Source: an optimization exercise on an open RTL-to-GDS flow (aim: small area). Production flows keep margins and buffers that such runs may drop. In this exercise RTL edits were held to simulation tests only and were not proved equivalent to the original. No activity file was given, so power comes from the tool's default toggle rates.

==> inputs of 09-01 <==
==> flow/design.v (excerpt) <==
module xor_table_lookup_reader #(
    parameter int NUM_WR      = 8,
    parameter int INDEX_WIDTH = 12,
    parameter int VALUE_WIDTH = 31,
    parameter int KEY_WIDTH   = 32,
    parameter int DATA_WIDTH  = 64,
    parameter int RD_LATENCY  = 2
) (
    input  logic                          clk,
    input  logic                          reset,
    input  logic                          en_in,
    input  logic [1:0]                    opt_in,
    input  logic [INDEX_WIDTH-1:0]        index_in,
    input  logic [KEY_WIDTH-1:0]          key_in,
    output logic                          rd_en,
    output logic [INDEX_WIDTH-1:0]        rd_addr,
    input  logic [NUM_WR*DATA_WIDTH-1:0]  rd_bank_data,
    input  logic [NUM_WR-1:0]             wr_snoop_valid,
    input  logic [NUM_WR*INDEX_WIDTH-1:0] wr_snoop_index,
    input  logic [NUM_WR*DATA_WIDTH-1:0]  wr_snoop_entry,
    output logic                          out_valid,
    output logic                          out_hit,
    output logic [VALUE_WIDTH-1:0]        out_value,
    output logic [KEY_WIDTH-1:0]          out_key,
    output logic [INDEX_WIDTH-1:0]        out_index
);
    localparam int VALID_BIT = KEY_WIDTH + VALUE_WIDTH;
    localparam int ENTRY_W   = VALID_BIT + 1;
    localparam int DEPTH     = RD_LATENCY + 1;
    localparam int KV_W      = KEY_WIDTH + 1;       
    logic [DEPTH-1:0]       pipe_valid;
    logic [KEY_WIDTH-1:0]   pipe_key   [DEPTH];
    logic [INDEX_WIDTH-1:0] pipe_index [DEPTH];
    logic                   st_fwd     [DEPTH];
    logic                   st_hit     [DEPTH];
    logic [VALUE_WIDTH-1:0] st_value   [DEPTH];
    logic [NUM_WR*KV_W-1:0]        snoop_kv;
    logic [NUM_WR*VALUE_WIDTH-1:0] snoop_val;
    logic [ENTRY_W-1:0]            raw;
    logic [NUM_WR-1:0]             match      [DEPTH];
  ...
==> module xlr_andor, before the edit <==
module xlr_andor #(
    parameter int N = 8,
    parameter int W = 64
) (
    input  logic [N-1:0]   pick,
    input  logic [N*W-1:0] din,
    output logic [W-1:0]   dout
);
    always_comb begin
        dout = '0;
        for (int j = 0; j < N; j++) begin
            dout = dout | ({W{pick[j]}} & din[j*W +: W]);
        end
    end
endmodule
clock: 7.0 ns
lec_check: 0
cap_margin: 20
core_area: 10 10 410 410
die_area: 0 0 420 420
slew_margin: 20
synth_hierarchical: 1
synth_minimum_keep_size: 0
standard.sh (not shown) runs the stock make flow with config.mk's settings and CLKGATE_MAP_FILE= SYNTH_SCRIPT=/design/flow/synth_recipe.tcl, a recipe that flattens the netlist after the stock synthesis.
==> flow/flow/run.sh <==
#!/bin/bash
# The standard layout, except that port buffers use the smallest buffer cell.
set -euo pipefail
bash standard.sh \
  "BUFFER_PORTS_ARGS=-buffer_cell sky130_fd_sc_hd__buf_1" \
  finish > standard_flow.log 2>&1
==> 06-16 (differences from 09-01) <==
--- a/flow/design.v
+++ b/flow/design.v
@@ -24,28 +24,88 @@
             pick[j] = req[j];
             for (int i = j + 1; i < N; i++) begin
                 if (req[i]) pick[j] = 1'b0;
             end
         end
     end
 endmodule
+module xlr_aoi3 #(
+    parameter int W = 64
+) (
+    input  logic [2:0]     pick,
+    input  logic [3*W-1:0] din,
+    output logic [W-1:0]   dout_n
+);
+    always_comb begin
+        for (int b = 0; b < W; b++) begin
+            dout_n[b] = ~((pick[0] & din[b]) | (pick[1] & din[W+b]) | (pick[2] & din[2*W+b]));
+        end
+    end
+endmodule
+module xlr_aoi2 #(
+    parameter int W = 64
+) (
+    input  logic [1:0]     pick,
+    input  logic [2*W-1:0] din,
+    output logic [W-1:0]   dout_n
+);
+    always_comb begin
+        for (int b = 0; b < W; b++) begin
+            dout_n[b] = ~((pick[0] & din[b]) | (pick[1] & din[W+b]));
+        end
+    end
+endmodule
+module xlr_aoi1 #(
+    parameter int W = 64
+) (
+    input  logic           pick,
+    input  logic [W-1:0]   din,
+    output logic [W-1:0]   dout_n
+);
+    assign dout_n = ~({W{pick}} & din);
+endmodule
+module xlr_nand #(
+    parameter int G = 3,
+    parameter int W = 64
+) (
+    input  logic [G*W-1:0] din,
+    output logic [W-1:0]   dout
+);
+    always_comb begin
+        for (int b = 0; b < W; b++) begin
+            dout[b] = 1'b1;
+            for (int g = 0; g < G; g++) begin
+                dout[b] = dout[b] & din[g*W+b];
+            end
+            dout[b] = ~dout[b];
+        end
+    end
+endmodule
 module xlr_andor #(
     parameter int N = 8,
     parameter int W = 64
 ) (
     input  logic [N-1:0]   pick,
     input  logic [N*W-1:0] din,
     output logic [W-1:0]   dout
 );
-    always_comb begin
-        dout = '0;
-        for (int j = 0; j < N; j++) begin
-            dout = dout | ({W{pick[j]}} & din[j*W +: W]);
-        end
-    end
+    localparam int G = (N + 2) / 3;
+    logic [G*W-1:0] grp_n;
+    for (genvar g = 0; g < G; g++) begin : g_grp
+        localparam int LO = 3 * g;
+        localparam int SZ = (N - LO >= 3) ? 3 : (N - LO);
+        if (SZ == 3) begin : g3
+            xlr_aoi3 #(.W(W)) u (.pick(pick[LO +: 3]), .din(din[LO*W +: 3*W]), .dout_n(grp_n[g*W +: W]));
+        end else if (SZ == 2) begin : g2
+            xlr_aoi2 #(.W(W)) u (.pick(pick[LO +: 2]), .din(din[LO*W +: 2*W]), .dout_n(grp_n[g*W +: W]));
+        end else begin : g1
+            xlr_aoi1 #(.W(W)) u (.pick(pick[LO]), .din(din[LO*W +: W]), .dout_n(grp_n[g*W +: W]));
+        end
+    end
+    xlr_nand #(.G(G), .W(W)) u_join (.din(grp_n), .dout(dout));
 endmodule
 module xlr_xor #(
     parameter int N = 8,
     parameter int W = 64,
     parameter int S = 64
 ) (
     input  logic [N*S-1:0] din,
==> flow/flow/run.sh (replaced) <==
#!/bin/bash
# The standard layout, with these changes:
# - synthesis is synth_recipe.tcl unchanged except that ABC maps with flow/area.abc;
# - port buffers use the smallest buffer cell;
# - pins may sit on every routing track along the die edge (a smaller die fits them);
# - clock tree synthesis adds no dummy loads.
set -euo pipefail
export FLOW_FLOW_DIR="$PWD/flow"
{ head -n 1 synth_recipe.tcl; cat flow/abc_override.tcl; tail -n +2 synth_recipe.tcl; } > area_synth.tcl
bash standard.sh \
  "SYNTH_SCRIPT=$PWD/area_synth.tcl" \
  "BUFFER_PORTS_ARGS=-buffer_cell sky130_fd_sc_hd__buf_1" \
  "PLACE_PINS_ARGS=-min_distance 1 -min_distance_in_tracks" \
  "CTS_ARGS=-sink_clustering_enable -repair_clock_nets -dont_use_dummy_load -sink_clustering_size 30 -sink_clustering_max_diameter 80 -buf_list sky130_fd_sc_hd__clkbuf_8" \
  finish > standard_flow.log 2>&1
==> flow/flow/abc_override.tcl (new file) <==
# Map combinational logic with flow/area.abc (area-recovering mapping without the
# speed script's buffering and sizing); the flow's own repair fixes slew and timing.
proc abc {args} {
  set i [lsearch -exact $args -script]
  if { $i >= 0 } {
    lset args [expr { $i + 1 }] $::env(FLOW_FLOW_DIR)/area.abc
  }
  yosys abc {*}$args
}
==> flow/flow/area.abc (new file) <==
&get -n
&st
&synch2
&nf -R 1000
&st
&synch2
&nf -R 1000
&put
- CAP_MARGIN: 20 -> 0
- CELL_PAD_IN_SITES_DETAIL_PLACEMENT: default -> 1
- CELL_PAD_IN_SITES_GLOBAL_PLACEMENT: default -> 1
- CORE_AREA: 10 10 410 410 -> 8 8 282 282
- CTS_BUF_LIST: default -> sky130_fd_sc_hd__clkbuf_8
- CTS_CLUSTER_DIAMETER: default -> 80
- CTS_CLUSTER_SIZE: default -> 30
- DIE_AREA: 0 0 420 420 -> 0 0 290 290
- SLEW_MARGIN: 20 -> 0
==> 11-08 (differences from 09-01) <==
--- a/flow/design.v
+++ b/flow/design.v
@@ -1,19 +1,33 @@
+module xlr_inv #(
+    parameter int W = 12
+) (
+    input  logic [W-1:0] din,
+    output logic [W-1:0] dout
+);
+    assign dout = ~din;
+endmodule
 module xlr_match #(
     parameter int NUM_WR      = 8,
     parameter int INDEX_WIDTH = 12
 ) (
     input  logic [NUM_WR-1:0]             wr_valid,
     input  logic [NUM_WR*INDEX_WIDTH-1:0] wr_index,
+    input  logic [NUM_WR*INDEX_WIDTH-1:0] wr_index_n,
     input  logic [INDEX_WIDTH-1:0]        idx,
+    input  logic [INDEX_WIDTH-1:0]        idx_n,
     output logic [NUM_WR-1:0]             match
 );
     always_comb begin
         for (int j = 0; j < NUM_WR; j++) begin
-            match[j] = wr_valid[j] && (wr_index[j*INDEX_WIDTH +: INDEX_WIDTH] == idx);
+            match[j] = wr_valid[j];
+            for (int b = 0; b < INDEX_WIDTH; b++) begin
+                match[j] = match[j] &
+                    ~((wr_index[j*INDEX_WIDTH + b] | idx[b]) & (wr_index_n[j*INDEX_WIDTH + b] | idx_n[b]));
+            end
         end
     end
 endmodule
 module xlr_prio #(
     parameter int N = 8
 ) (
     input  logic [N-1:0] req,
@@ -24,28 +38,99 @@
             pick[j] = req[j];
             for (int i = j + 1; i < N; i++) begin
                 if (req[i]) pick[j] = 1'b0;
             end
         end
     end
 endmodule
+module xlr_aoi3 #(
+    parameter int W = 64
+) (
+    input  logic [2:0]     pick,
+    input  logic [3*W-1:0] din,
+    output logic [W-1:0]   dout_n
+);
+    always_comb begin
+        for (int b = 0; b < W; b++) begin
+            dout_n[b] = ~((pick[0] & din[b]) | (pick[1] & din[W+b]) | (pick[2] & din[2*W+b]));
+        end
+    end
+endmodule
+module xlr_aoi2 #(
+    parameter int W = 64
+) (
+    input  logic [1:0]     pick,
+    input  logic [2*W-1:0] din,
+    output logic [W-1:0]   dout_n
+);
+    always_comb begin
+        for (int b = 0; b < W; b++) begin
+            dout_n[b] = ~((pick[0] & din[b]) | (pick[1] & din[W+b]));
+        end
+    end
+endmodule
+module xlr_aoi1 #(
+    parameter int W = 64
+) (
+    input  logic           pick,
+    input  logic [W-1:0]   din,
+    output logic [W-1:0]   dout_n
+);
+    assign dout_n = ~({W{pick}} & din);
+endmodule
+module xlr_nand #(
+    parameter int G = 3,
+    parameter int W = 64
+) (
+    input  logic [G*W-1:0] din,
+    output logic [W-1:0]   dout
+);
+    always_comb begin
+        for (int b = 0; b < W; b++) begin
+            dout[b] = 1'b1;
+            for (int g = 0; g < G; g++) begin
+                dout[b] = dout[b] & din[g*W+b];
+            end
+            dout[b] = ~dout[b];
+        end
+    end
+endmodule
+module xlr_andor_grp #(
+    parameter int N = 8,
+    parameter int W = 64,
+    parameter int G = (N + 2) / 3
+) (
+    input  logic [N-1:0]   pick,
+    input  logic [N*W-1:0] din,
+    output logic [G*W-1:0] grp_n
+);
+    for (genvar g = 0; g < G; g++) begin : g_grp
+        localparam int LO = 3 * g;
+        localparam int SZ = (N - LO >= 3) ? 3 : (N - LO);
+        if (SZ == 3) begin : g3
+            xlr_aoi3 #(.W(W)) u (.pick(pick[LO +: 3]), .din(din[LO*W +: 3*W]), .dout_n(grp_n[g*W +: W]));
+        end else if (SZ == 2) begin : g2
+            xlr_aoi2 #(.W(W)) u (.pick(pick[LO +: 2]), .din(din[LO*W +: 2*W]), .dout_n(grp_n[g*W +: W]));
+        end else begin : g1
+            xlr_aoi1 #(.W(W)) u (.pick(pick[LO]), .din(din[LO*W +: W]), .dout_n(grp_n[g*W +: W]));
+        end
+    end
+endmodule
 module xlr_andor #(
     parameter int N = 8,
     parameter int W = 64
 ) (
     input  logic [N-1:0]   pick,
     input  logic [N*W-1:0] din,
     output logic [W-1:0]   dout
 );
-    always_comb begin
-        dout = '0;
-        for (int j = 0; j < N; j++) begin
-            dout = dout | ({W{pick[j]}} & din[j*W +: W]);
-        end
-    end
+    localparam int G = (N + 2) / 3;
+    logic [G*W-1:0] grp_n;
+    xlr_andor_grp #(.N(N), .W(W)) u_grp (.pick(pick), .din(din), .grp_n(grp_n));
+    xlr_nand #(.G(G), .W(W)) u_join (.din(grp_n), .dout(dout));
 endmodule
 module xlr_xor #(
     parameter int N = 8,
     parameter int W = 64,
     parameter int S = 64
 ) (
     input  logic [N*S-1:0] din,
@@ -95,34 +180,42 @@
     logic                   st_hit     [DEPTH];
     logic [VALUE_WIDTH-1:0] st_value   [DEPTH];
     logic [NUM_WR*KV_W-1:0]        snoop_kv;
     logic [NUM_WR*VALUE_WIDTH-1:0] snoop_val;
     logic [ENTRY_W-1:0]            raw;
     logic [NUM_WR-1:0]             match      [DEPTH];
     logic [KV_W-1:0]               sel_kv     [DEPTH];
-    logic [VALUE_WIDTH-1:0]        sel_val    [DEPTH];
+    logic [VALUE_WIDTH-1:0]        sel_val    [DEPTH-1];     
     logic                          sel_hit    [DEPTH];
     logic                          any        [DEPTH];
     logic                          pick_st;
+    localparam int G2 = (NUM_WR + 4) / 3;           
+    logic [G2*VALUE_WIDTH-1:0]     val2_grp_n;
+    logic                          fin_hit;
+    logic [VALUE_WIDTH-1:0]        fin_value;
     logic                          accept;
     assign accept = en_in && (opt_in == 2'b00);
     assign rd_en   = pipe_valid[0];
     assign rd_addr = pipe_index[0];
     always_comb begin
         for (int j = 0; j < NUM_WR; j++) begin
             snoop_kv[j*KV_W +: KV_W] =
                 {wr_snoop_entry[j*DATA_WIDTH + VALID_BIT], wr_snoop_entry[j*DATA_WIDTH +: KEY_WIDTH]};
             snoop_val[j*VALUE_WIDTH +: VALUE_WIDTH] = wr_snoop_entry[j*DATA_WIDTH + KEY_WIDTH +: VALUE_WIDTH];
         end
     end
     xlr_xor #(.N(NUM_WR), .W(ENTRY_W), .S(DATA_WIDTH)) u_raw (.din(rd_bank_data), .dout(raw));
+    logic [NUM_WR*INDEX_WIDTH-1:0] wr_snoop_index_n;
+    xlr_inv #(.W(NUM_WR*INDEX_WIDTH)) u_wr_index_n (.din(wr_snoop_index), .dout(wr_snoop_index_n));
     for (genvar k = 0; k < DEPTH; k++) begin : g_match
+        logic [INDEX_WIDTH-1:0] idx_n;
+        xlr_inv #(.W(INDEX_WIDTH)) u_idx_n (.din(pipe_index[k]), .dout(idx_n));
         xlr_match #(.NUM_WR(NUM_WR), .INDEX_WIDTH(INDEX_WIDTH)) u_match (
-            .wr_valid(wr_snoop_valid), .wr_index(wr_snoop_index),
-            .idx(pipe_index[k]), .match(match[k])
+            .wr_valid(wr_snoop_valid), .wr_index(wr_snoop_index), .wr_index_n(wr_snoop_index_n),
+            .idx(pipe_index[k]), .idx_n(idx_n), .match(match[k])
         );
         assign any[k] = |match[k];
         assign sel_hit[k] = sel_kv[k][KEY_WIDTH] && (sel_kv[k][KEY_WIDTH-1:0] == pipe_key[k]);
     end
     if (1) begin : g_s0
         logic [NUM_WR-1:0] pick;
         xlr_prio  #(.N(NUM_WR)) u_prio (.req(match[0]), .pick(pick));
@@ -140,18 +233,28 @@
     if (1) begin : g_s2
         logic [NUM_WR+1:0] pick;
         xlr_prio  #(.N(NUM_WR+2)) u_prio (.req({match[2], st_fwd[2], 1'b1}), .pick(pick));
         xlr_andor #(.N(NUM_WR+1), .W(KV_W)) u_kv (
             .pick({pick[NUM_WR+1:2], pick[0]}),
             .din({snoop_kv, raw[VALID_BIT], raw[KEY_WIDTH-1:0]}), .dout(sel_kv[2])
         );
-        xlr_andor #(.N(NUM_WR+2), .W(VALUE_WIDTH)) u_val (
-            .pick(pick), .din({snoop_val, st_value[2], raw[KEY_WIDTH +: VALUE_WIDTH]}), .dout(sel_val[2])
+        xlr_andor_grp #(.N(NUM_WR+2), .W(VALUE_WIDTH)) u_val (
+            .pick(pick), .din({snoop_val, st_value[2], raw[KEY_WIDTH +: VALUE_WIDTH]}), .grp_n(val2_grp_n)
         );
         assign pick_st = pick[1];
+    end
+    assign fin_hit = sel_hit[2] || (pick_st && st_hit[2]);
+    always_comb begin
+        for (int b = 0; b < VALUE_WIDTH; b++) begin
+            fin_value[b] = 1'b1;
+            for (int g = 0; g < G2; g++) begin
+                fin_value[b] = fin_value[b] & val2_grp_n[g*VALUE_WIDTH + b];
+            end
+            fin_value[b] = fin_hit & ~fin_value[b];
+        end
     end
     always_ff @(posedge clk) begin
         if (reset) begin
             pipe_valid <= '0;
             out_valid  <= 1'b0;
         end else begin
             pipe_valid <= {pipe_valid[DEPTH-2:0], accept};
@@ -167,13 +270,13 @@
         end
         st_fwd[1]   <= any[0];
         st_hit[1]   <= sel_hit[0];
         st_value[1] <= sel_val[0];
         st_fwd[2]   <= any[1] || st_fwd[1];
         st_hit[2]   <= sel_hit[1] || (!any[1] && st_hit[1]);
         st_value[2] <= sel_val[1];
-        out_hit     <= sel_hit[2] || (pick_st && st_hit[2]);
-        out_value   <= (sel_hit[2] || (pick_st && st_hit[2])) ? sel_val[2] : '0;
+        out_hit     <= fin_hit;
+        out_value   <= fin_value;
         out_key     <= pipe_key[DEPTH-1];
         out_index   <= pipe_index[DEPTH-1];
     end
 endmodule
==> flow/flow/run.sh (replaced) <==
#!/bin/bash
# The standard layout, with these changes:
# - synthesis is synth_recipe.tcl unchanged except that ABC maps with flow/area.abc;
# - port buffers use the smallest buffer cell;
# - pins may sit on every routing track along the die edge (a smaller die fits them);
# - clock tree synthesis adds no dummy loads and no wide-spacing rule on the clock net
#   (whose pin sits between tightly packed signal pins).
set -euo pipefail
export FLOW_FLOW_DIR="$PWD/flow"
{ head -n 1 synth_recipe.tcl; cat flow/abc_override.tcl; tail -n +2 synth_recipe.tcl; } > area_synth.tcl
bash standard.sh \
  "SYNTH_SCRIPT=$PWD/area_synth.tcl" \
  "BUFFER_PORTS_ARGS=-buffer_cell sky130_fd_sc_hd__buf_1" \
  "PLACE_PINS_ARGS=-min_distance 1 -min_distance_in_tracks" \
  "CTS_ARGS=-sink_clustering_enable -repair_clock_nets -dont_use_dummy_load -apply_ndr none -sink_clustering_size 30 -sink_clustering_max_diameter 80 -buf_list sky130_fd_sc_hd__clkbuf_16" \
  finish > standard_flow.log 2>&1
==> flow/flow/abc_override.tcl (new file) <==
# Map combinational logic with flow/area.abc (area-recovering mapping without the
# speed script's buffering and sizing); the flow's own repair fixes slew and timing.
proc abc {args} {
  set i [lsearch -exact $args -script]
  if { $i >= 0 } {
    lset args [expr { $i + 1 }] $::env(FLOW_FLOW_DIR)/area.abc
  }
  yosys abc {*}$args
}
==> flow/flow/area.abc (new file) <==
&get -n
&st
&synch2
&nf -R 1000
&st
&synch2
&nf -R 1000
&put
- CAP_MARGIN: 20 -> 0
- CELL_PAD_IN_SITES_DETAIL_PLACEMENT: default -> 1
- CELL_PAD_IN_SITES_GLOBAL_PLACEMENT: default -> 1
- CORE_AREA: 10 10 410 410 -> 8 8 282 282
- CTS_BUF_LIST: default -> sky130_fd_sc_hd__clkbuf_16
- CTS_CLUSTER_DIAMETER: default -> 80
- CTS_CLUSTER_SIZE: default -> 30
- DIE_AREA: 0 0 420 420 -> 0 0 290 290
- SLEW_MARGIN: 20 -> 0
==> comparison table <==
| quantity | 11-08 | 09-01 | 06-16 |
|---|---|---|---|
| Run status | no timing/DRC/antenna violations | no timing/DRC/antenna violations | no timing/DRC/antenna violations |
| Reported clock group power | 0.00144 W | 0.00249 W | 0.00105 W |
| Per-cell via count in the routed design | 6.772 | 5.259 | 6.317 |
| Part of the power in combinational logic | 31.7% | 29.5% | 34.3% |
| Gp weighted congestion | 1.058 | 1.040 | 1.007 |
| Count of plain and timing-repair buffers | 1349 | 1342 | 1324 |
| Total stage count of the critical path | 19 | 12 | 19 |
| M1 WL | 64070 um | 79230 um | 57750 um |
| GRT Util Overall | 38.93% | 22.79% | 36.11% |
| Synth-to-Final Area Change | 38.80% | 32.35% | 35.93% |
| Max Fanout on Critical Path | 32 | 20 | 40 |
| Relative slew slack | 26.20% | 25.66% | 28.89% |
| Met2 track demand over resource | 59.25% | 36.45% | 55.11% |
| Number of buffers created by CTS | 30 | 41 | 31 |

re-timing with driven ports:
No port has a modelled driver above. Below, the same layouts with a new extraction and two added sets of constraints. Step 1 sets driving cells, clkbuf_16 on the clock port and buf_2 on the other inputs (assumed; they add their load-dependent delay and slew). Step 2 adds t to the input delays and takes it off the output delays; t is the mean of the earliest and latest rising clock arrival at the registers after step 1. Input paths then give back, and output paths get back, about the clock's delay inside the block. a / b / c = ideal ports / drivers / drivers and shift; a / b = the first two.
run | shift t [ns] | slack for setup (ns) | hold slack, ns | clock arrival spread, ns | cell pins on the clock port's net
09-01 | 0.689 | 1.056 / 1.049 / 0.360 | 0.337 / 0.337 / 0.337 | 0.038 / 0.038 | 1
06-16 | 0.720 | 1.211 / 1.228 / 0.508 | 0.300 / 0.300 / 0.300 | 0.110 / 0.110 | 1
11-08 | 0.655 | 0.616 / 0.616 / 0.115 | 0.321 / 0.321 / 0.321 | 0.061 / 0.061 | 1
After both steps setup and hold are still met in every run listed. The setup slack of 06-16, which loses most, moves by +0.017 ns with the drivers and by -0.703 ns with both steps.
